This is an optimization exercise on Yosys and OpenROAD, whose aim is small area, not a production implementation.
RTL that was checked went through simulation tests only; none was proved equivalent to the original.
No activity file was given, so power comes from the tool's default toggle rates.

Setup of v6:
==> flow/design.v <==
`timescale 1ns/1ps
package isaPkg;
	typedef enum logic [5:0] {
		opSpecial = 6'b000000,
		opJ = 6'b000010,
		opBeq = 6'b000100,
		opBne = 6'b000101,
		opLui = 6'b001111,
		opLw = 6'b100011,
		opLbu = 6'b100100,
		opSb = 6'b101000,
		opSw = 6'b101011
	} opcodeT;
	typedef enum logic [5:0] {
		fnBreak = 6'b001101,
		fnAdd = 6'b100000,
		fnSub = 6'b100010,
		fnAnd = 6'b100100,
		fnXor = 6'b100110
	} functT;
	typedef struct packed {
		opcodeT opcode;
		logic [5-1:0] rs;
		logic [5-1:0] rt;
		logic [5-1:0] rd;
		logic [4:0] shamt;
		functT funct;
	} rFormatT;
	typedef struct packed {
		opcodeT opcode;
		logic [5-1:0] rs;
		logic [5-1:0] rt;
		logic [15:0] imm;
	} iFormatT;
	typedef union packed {
		rFormatT r;
		iFormatT i;
	} instrWord;
endpackage
`timescale 1ns/1ps
package ctrlPkg;
	typedef enum logic [3:0] {
		stReset,
		stFetch,
		stDecode,
		stMemAddr,
		stMemRead,
		stLoadWriteBack,
		stMemWrite,
		stRExec,
		stRWriteBack,
		stOverflow,
		stBranch,
		stJump,
		stLui,
		stHalt
	} ctrlStateT;
	typedef enum logic [2:0] {
		aluAdd = 3'b001,
		aluSub = 3'b010,
		aluAnd = 3'b011,
		aluXor = 3'b110,
		aluLui = 3'b111
	} aluOpT;
	typedef enum logic {srcAPc, srcARegA} srcASelT;
	typedef enum logic [1:0] {srcBRegB, srcBStep, srcBImm, srcBBranch} srcBSelT;
	typedef enum logic [1:0] {pcAluResult, pcAluOut, pcJumpTarget, pcExcVector} pcSrcT;
	typedef enum logic {wbAluOut, wbLoadData} wbSrcT;
	typedef enum logic {accWord, accByte} accessSizeT;
endpackage
`timescale 1ns/1ps
`timescale 1ns/1ps
`timescale 1ns/1ps
`timescale 1ns/1ps
`timescale 1ns/1ps
`timescale 1ns/1ps
module mipsCore (
	input logic clock,
	input logic reset,
	input logic [32-1:0] wbDatR,
	input logic wbAck,
	output logic [32-1:0] wbAdr,
	output logic [32-1:0] wbDatW,
	output logic [3:0] wbSel,
	output logic wbWe,
	output logic wbCyc,
	output logic wbStb,
	output logic halted
);
	typedef enum logic [3:0] {
		sClear, sFetch, sDec, sEx1, sEx2, sLReq, sLWait, sLW2,
		sSExtra, sSReq, sSWait, sSW2, sHalt
	} stateT;
	typedef enum logic [2:0] {
		cNop, cAddSub, cLogic, cLui, cJ, cBr, cLoad, cStore
	} clsT;
	stateT state, nextState;
	clsT cls;
	logic [3:0] ph;
	logic rot;
	logic [31:0] ar, ir, irn;  
	assign ir = ~irn;
	logic [1:0] lsv;
	logic z;
	logic [4:0] xa, xb;
	logic sgn, isByte, ovf, eqAcc, cInc, cAdd;
	logic [1:0] rdA, rdB;
	logic [63:0] lowBits;
	logic we, clr;
	logic [4:0] widx;
	logic [1:0] wd, wdx;
	logic pol;
	assign pol = rot;
	assign wdx = (clr ? 2'b00 : wd) ^ {2{pol}};
	assign lowBits[1:0] = 2'b00;
	genvar g;
	generate
		for (g = 1; g < 32; g++) begin : gReg
			logic sel;
			logic [31:0] r;
			assign sel = clr || (we && widx == g);
			assign lowBits[2*g +: 2] = r[1:0];
			always_ff @(posedge clock)
				r <= {~(sel ? wdx : r[1:0]), r[31:2]};
		end
	endgenerate
	assign rdA = (xa == 5'd0) ? 2'b00 : lowBits[{xa, 1'b0} +: 2] ^ {2{pol}};
	assign rdB = z ? 2'b00 : lowBits[{xb, 1'b0} +: 2] ^ {2{pol}};
	logic [1:0] ir2, ar2;
	logic [1:0] incOut;
	logic incIn, incCo;
	logic [1:0] ax, ay, sum;
	logic cin, c1, c2;
	logic [1:0] lane;
	logic [3:0] start;
	logic [1:0] nlane;
	assign ir2 = ir[1:0];
	assign ar2 = ar[1:0];
	assign incIn = (ph == 4'd1) || (cInc && ph != 4'd0);
	assign {incCo, incOut} = {1'b0, ar2} + {2'b00, incIn};
	always_comb begin
		ax = rdA;
		ay = rdB;
		cin = (ph == 4'd0) ? 1'b0 : cAdd;
		case (cls)
			cLoad, cStore: ay = (ph < 4'd8) ? ir2 : {2{sgn}};
			cBr: begin
				ax = ar2;
				ay = (ph == 4'd0) ? 2'b00 : (ph <= 4'd8) ? ir2 : {2{sgn}};
			end
			default: if (ir[1]) begin
				ay = ~rdB;
				if (ph == 4'd0)
					cin = 1'b1;
			end
		endcase
	end
	assign {c1, sum[0]} = ax[0] + ay[0] + cin;
	assign {c2, sum[1]} = ax[1] + ay[1] + c1;
	logic [1:0] irLane;
	assign z = (xb == 5'd0);
	assign irLane = ir[{lsv, 3'b000} +: 2];
	assign lane = (isByte && !z) ? ar[1:0] : 2'b00;
	assign nlane = 2'b00 - lane;
	assign start = {nlane, 2'b00};
	logic irLoad, irSh, arSh, fetchAck;
	logic [1:0] arIn, irIn;
	clsT dCls;
	logic [5:0] op, fn;
	always_comb begin
		op = wbDatR[31:26];
		fn = wbDatR[5:0];
		dCls = cNop;
		case (op)
			6'h00: case (fn)
				6'h20, 6'h22: dCls = cAddSub;
				6'h24, 6'h26: dCls = cLogic;
				default: dCls = cNop;
			endcase
			6'h02: dCls = cJ;
			6'h04, 6'h05: dCls = cBr;
			6'h0F: dCls = cLui;
			6'h23, 6'h24: dCls = cLoad;
			6'h28, 6'h2B: dCls = cStore;
			default: dCls = cNop;
		endcase
	end
	assign fetchAck = (state == sFetch) && wbAck;
	assign widx = (cls == cAddSub || cls == cLogic) ? ir[15:11] : xb;
	always_comb begin
		nextState = state;
		irLoad = 1'b0;
		irSh = 1'b0;
		arSh = 1'b0;
		arIn = incOut;
		irIn = rdB;
		we = 1'b0;
		wd = sum;
		clr = 1'b0;
		case (state)
			sClear: begin
				clr = 1'b1;
				arSh = 1'b1;
				arIn = 2'b00;
				if (ph == 4'd15)
					nextState = sFetch;
			end
			sFetch: if (wbAck) begin
				irLoad = 1'b1;
				if (wbDatR[31:26] == 6'h00 && wbDatR[5:0] == 6'h0D)
					nextState = sHalt;
				else if (ph == 4'd15)
					nextState = sEx1;
				else
					nextState = sDec;
			end
			sDec: if (ph == 4'd15)
				nextState = sEx1;
			sEx1: begin
				arSh = 1'b1;
				case (cls)
					cLogic: begin
						we = 1'b1;
						wd = ir[1] ? (rdA ^ rdB) : (rdA & rdB);
					end
					cLui: begin
						we = 1'b1;
						wd = ph[3] ? ir2 : 2'b00;
						irSh = ph[3];
					end
					cJ: begin
						arIn = (ph == 4'd0) ? 2'b00 : (ph <= 4'd13) ? ir2 : incOut;
						irSh = (ph != 4'd0);
					end
					cLoad, cStore: begin
						arIn = sum;
						irSh = 1'b1;
						if (z)
							irIn = incOut;
						we = !z;
						wd = incOut;
					end
					default: ;
				endcase
				if (ph == 4'd15)
					case (cls)
						cAddSub: nextState = sEx2;
						cBr: nextState = ((eqAcc && rdA == rdB) != ir[26]) ? sEx2 : sFetch;
						cLoad: nextState = sLReq;
						cStore: nextState = (isByte && !z && ar[3:2] != 2'b00) ? sSExtra : sSReq;
						default: nextState = sFetch;
					endcase
			end
			sEx2: begin
				if (cls == cBr) begin
					arSh = 1'b1;
					arIn = sum;
					irSh = (ph != 4'd0);
				end else if (ovf) begin
					arSh = 1'b1;
					arIn = (ph == 4'd3) ? 2'b10 : 2'b00;  
				end else begin
					we = 1'b1;
				end
				if (ph == 4'd15)
					nextState = sFetch;
			end
			sLReq: if (wbAck) begin
				irLoad = !z;
				nextState = (ph == 4'd15) ? sLW2 : sLWait;
			end
			sLWait: if (ph == 4'd15)
				nextState = sLW2;
			sLW2: begin
				irSh = 1'b1;
				we = !z;
				wd = (isByte && ph >= 4'd4) ? 2'b00 : irLane;
				arSh = 1'b1;
				arIn = z ? ir2 : rdB;
				if (ph == 4'd15)
					nextState = sFetch;
			end
			sSExtra: begin
				irSh = 1'b1;
				irIn = ir2;
				if (ph == start - 4'd1)
					nextState = sSReq;
			end
			sSReq: if (wbAck)
				nextState = (ph == 4'd15) ? sSW2 : sSWait;
			sSWait: if (ph == 4'd15)
				nextState = sSW2;
			sSW2: begin
				arSh = 1'b1;
				arIn = z ? ir2 : rdB;
				irSh = 1'b1;
				irIn = ir2;
				we = !z;
				wd = irLane;
				if (ph == 4'd15)
					nextState = sFetch;
			end
			sHalt: ;
			default: nextState = sFetch;
		endcase
	end
	always_ff @(posedge clock) begin
		if (reset) begin
			state <= sClear;
			{rot, ph} <= 5'd0;
		end else begin
			state <= nextState;
			{rot, ph} <= {rot, ph} + 5'd1;
		end
	end
	always_ff @(posedge clock) begin
		if (irLoad)
			irn <= ~wbDatR;
		else if (irSh)
			irn <= {~irIn, irn[31:2]};
		if (arSh)
			ar <= {arIn, ar[31:2]};
		if (state == sSReq || state == sLReq)
			lsv <= lane;
		if (fetchAck) begin
			xa <= wbDatR[25:21];
			xb <= wbDatR[20:16];
			sgn <= wbDatR[15];
			cls <= dCls;
			isByte <= ~wbDatR[27];
		end
		cInc <= incCo;
		cAdd <= c2;
		if (state == sEx1 && ph == 4'd15)
			ovf <= c1 ^ c2;
		eqAcc <= (rdA == rdB) && (eqAcc || ph == 4'd0);
	end
	assign wbAdr = ar;
	assign wbDatW = ~(irn | {32{z}});
	assign wbSel = (isByte && (state == sLReq || state == sSReq)) ? (4'b0001 << ar[1:0]) : 4'b1111;
	assign wbWe = (state == sSReq);
	assign wbCyc = (state == sFetch || state == sLReq || state == sSReq);
	assign wbStb = wbCyc;
	assign halted = (state == sHalt);
endmodule
==> flow/config.mk <==
export PLATFORM = sky130hd
export DESIGN_NAME = mipsCore
export DESIGN_NICKNAME = mipsCore
export VERILOG_FILES = /design/flow/design.v
export SDC_FILE = /design/flow/constraint.sdc
export NUM_CORES = 4
export LEC_CHECK = 0
export CAP_MARGIN = 20
export CORE_MARGIN = 2
export CORE_UTILIZATION = 40
export SLEW_MARGIN = 20
==> flow/constraint.sdc <==
create_clock -name core_clock -period 10.0 [get_ports {clock}]
set_input_delay 2.0000 -clock core_clock [delete_from_list [all_inputs] [get_ports {clock}]]
set_output_delay 2.0000 -clock core_clock [all_outputs]
set_load 0.01 [all_outputs]
standard.sh (not shown) runs the stock make flow with config.mk's settings and CLKGATE_MAP_FILE= SYNTH_SCRIPT=/design/flow/synth_recipe.tcl, a recipe that flattens the netlist after the stock synthesis.
==> flow/flow/run.sh <==
#!/bin/bash
# The standard layout (standard.sh) with two placement/CTS options changed:
# ports are buffered with buf_1 instead of the default cell, and CTS
# clusters sinks into larger groups without inserting dummy loads.
set -eo pipefail
cp standard.sh standard_sh_copy.txt
export BUFFER_PORTS_ARGS="-buffer_cell sky130_fd_sc_hd__buf_1"
export CTS_ARGS="-sink_clustering_enable -repair_clock_nets -dont_use_dummy_load -buf_list sky130_fd_sc_hd__clkbuf_4 -sink_clustering_size 12 -sink_clustering_max_diameter 40"
bash standard.sh > standard.log 2>&1
--- input diff v6..v7 ---
-- flow/design.v --
<<< v6, line 98
	clsT cls;
	logic [3:0] ph;
	logic rot;
	logic [31:0] ar, ir, irn;  
	assign ir = ~irn;
	logic [1:0] lsv;
	logic z;
	logic [4:0] xa, xb;
	logic sgn, isByte, ovf, eqAcc, cInc, cAdd;
	logic [1:0] rdA, rdB;
	logic [63:0] lowBits;
	logic we, clr;
	logic [4:0] widx;
	logic [1:0] wd, wdx;
	logic pol;
	assign pol = rot;
	assign wdx = (clr ? 2'b00 : wd) ^ {2{pol}};
	assign lowBits[1:0] = 2'b00;
	genvar g;
>>> v7, line 98
	clsT cls;
	logic [3:0] ph;
	logic [31:0] ar, ir;
	logic [1:0] lsv;
	logic z;
	logic [4:0] xa, xb;
	logic sgn, isByte, ovf, eqAcc, cInc, cAdd, lsh;
	logic [1:0] rdA, rdB;
	logic [63:0] lowBits;
	logic we, clr;
	logic [4:0] widx;
	logic [1:0] wd;
	assign lowBits[1:0] = 2'b00;
	genvar g;
<<< v6, line 122
			assign lowBits[2*g +: 2] = r[1:0];
			always_ff @(posedge clock)
				r <= {~(sel ? wdx : r[1:0]), r[31:2]};
		end
	endgenerate
	assign rdA = (xa == 5'd0) ? 2'b00 : lowBits[{xa, 1'b0} +: 2] ^ {2{pol}};
	assign rdB = z ? 2'b00 : lowBits[{xb, 1'b0} +: 2] ^ {2{pol}};
	logic [1:0] ir2, ar2;
	logic [1:0] incOut;
>>> v7, line 117
			assign lowBits[2*g +: 2] = r[1:0];
			always_ff @(posedge clock)
				r <= {sel ? (clr ? 2'b00 : wd) : r[1:0], r[31:2]};
		end
	endgenerate
	assign rdA = lowBits[{xa, 1'b0} +: 2];
	assign rdB = lowBits[{xb, 1'b0} +: 2];
	logic [1:0] ir2, ar2;
	logic [1:0] incOut;
<<< v6, line 158
	assign {c1, sum[0]} = ax[0] + ay[0] + cin;
	assign {c2, sum[1]} = ax[1] + ay[1] + c1;
	logic [1:0] irLane;
	assign z = (xb == 5'd0);
	assign irLane = ir[{lsv, 3'b000} +: 2];
	assign lane = (isByte && !z) ? ar[1:0] : 2'b00;
	assign nlane = 2'b00 - lane;
>>> v7, line 153
	assign {c1, sum[0]} = ax[0] + ay[0] + cin;
	assign {c2, sum[1]} = ax[1] + ay[1] + c1;
	assign z = (xb == 5'd0);
	assign lane = (isByte && !z) ? ar[1:0] : 2'b00;
	assign nlane = 2'b00 - lane;
<<< v6, line 268
			sLReq: if (wbAck) begin
				irLoad = !z;
				nextState = (ph == 4'd15) ? sLW2 : sLWait;
			end
			sLWait: if (ph == 4'd15)
				nextState = sLW2;
			sLW2: begin
				irSh = 1'b1;
				we = !z;
				wd = (isByte && ph >= 4'd4) ? 2'b00 : irLane;
				arSh = 1'b1;
				arIn = z ? ir2 : rdB;
>>> v7, line 261
			sLReq: if (wbAck) begin
				irLoad = !z;
				nextState = (ph == 4'd15 && lane == 2'b00) ? sLW2 : sLWait;
			end
			sLWait: begin
				irSh = (lane != 2'b00) && (lsh || ph == start);
				if (ph == 4'd15 && (lane == 2'b00 || lsh))
					nextState = sLW2;
			end
			sLW2: begin
				irSh = 1'b1;
				we = !z;
				wd = (isByte && ph >= 4'd4) ? 2'b00 : ir2;
				arSh = 1'b1;
				arIn = z ? ir2 : rdB;
<<< v6, line 297
				irIn = ir2;
				we = !z;
				wd = irLane;
				if (ph == 4'd15)
					nextState = sFetch;
>>> v7, line 293
				irIn = ir2;
				we = !z;
				wd = ir[{lsv, 3'b000} +: 2];
				if (ph == 4'd15)
					nextState = sFetch;
<<< v6, line 308
		if (reset) begin
			state <= sClear;
			{rot, ph} <= 5'd0;
		end else begin
			state <= nextState;
			{rot, ph} <= {rot, ph} + 5'd1;
		end
	end
	always_ff @(posedge clock) begin
		if (irLoad)
			irn <= ~wbDatR;
		else if (irSh)
			irn <= {~irIn, irn[31:2]};
		if (arSh)
			ar <= {arIn, ar[31:2]};
		if (state == sSReq || state == sLReq)
			lsv <= lane;
		if (fetchAck) begin
>>> v7, line 304
		if (reset) begin
			state <= sClear;
			ph <= 4'd0;
		end else begin
			state <= nextState;
			ph <= ph + 4'd1;
		end
	end
	always_ff @(posedge clock) begin
		if (irLoad)
			ir <= wbDatR;
		else if (irSh)
			ir <= {irIn, ir[31:2]};
		if (arSh)
			ar <= {arIn, ar[31:2]};
		if (state == sSReq)
			lsv <= lane;
		if (fetchAck) begin
<<< v6, line 335
			ovf <= c1 ^ c2;
		eqAcc <= (rdA == rdB) && (eqAcc || ph == 4'd0);
	end
	assign wbAdr = ar;
	assign wbDatW = ~(irn | {32{z}});
	assign wbSel = (isByte && (state == sLReq || state == sSReq)) ? (4'b0001 << ar[1:0]) : 4'b1111;
	assign wbWe = (state == sSReq);
>>> v7, line 331
			ovf <= c1 ^ c2;
		eqAcc <= (rdA == rdB) && (eqAcc || ph == 4'd0);
		lsh <= (state == sLWait) && irSh;
	end
	assign wbAdr = ar;
	assign wbDatW = z ? 32'd0 : ir;
	assign wbSel = (isByte && (state == sLReq || state == sSReq)) ? (4'b0001 << ar[1:0]) : 4'b1111;
	assign wbWe = (state == sSReq);
==> run notes <==
Relative to v6, the power drawn by the sequential cells measured on v7 has decreased by more than a quarter. Changes observed in v7 relative to v6: register-to-register slack increased 0.22 ns; number of vias after detailed routing saw little to no change. Per the comparison of v7 with v6, xor/xnor share of the synthesized area lost 0.20 points, minimum setup slack in the final design picked up an extra 0.23 ns, final clock skew picked up an extra 0.025 ns, core utilization picked up an extra 0.19 points. Of v6 and v7, v7 shows the lower met3 usage, with v6 above it. Max combinational power share across v6 and v7: v6. v7 ends up with a post-layout net count that is 1.1% higher than in v6. Across both runs, global-route usage was higher for v7 than for v6. The net switching power in v6 is 1.7 times that in v7. Comparing v6 and v7, met2 routing resource usage after global routing is higher on v7.
The RTL of v6 was laid out without a check of its function.

[re-timing with driven ports]
How much do the figures lean on ideal ports? The routed layouts below were timed once more, with nothing changed but the port constraints.
Step 1, drivers: a clkbuf_16 drives clock and a buf_2 each remaining input, both assumed.
Step 2 times the ports against the registers' clock, not the clock port: input delays grow and output delays shrink by t, the midpoint of the rising clock arrivals with the driver on.
a / b / c = ideal / step 1 / step 2; a / b = the first two.
run | t (ns) | setup slack, ns | hold slack, ns | clock arrival spread, ns | pins driven straight from the clock port
v6 | 0.891 | 4.444 / 4.388 / 4.806 | 0.246 / 0.246 / 0.246 | 0.136 / 0.137 | 1
v7 | 0.920 | 4.677 / 4.623 / 5.033 | 0.258 / 0.258 / 0.258 | 0.132 / 0.132 | 1
After both steps every run listed still meets setup and hold.
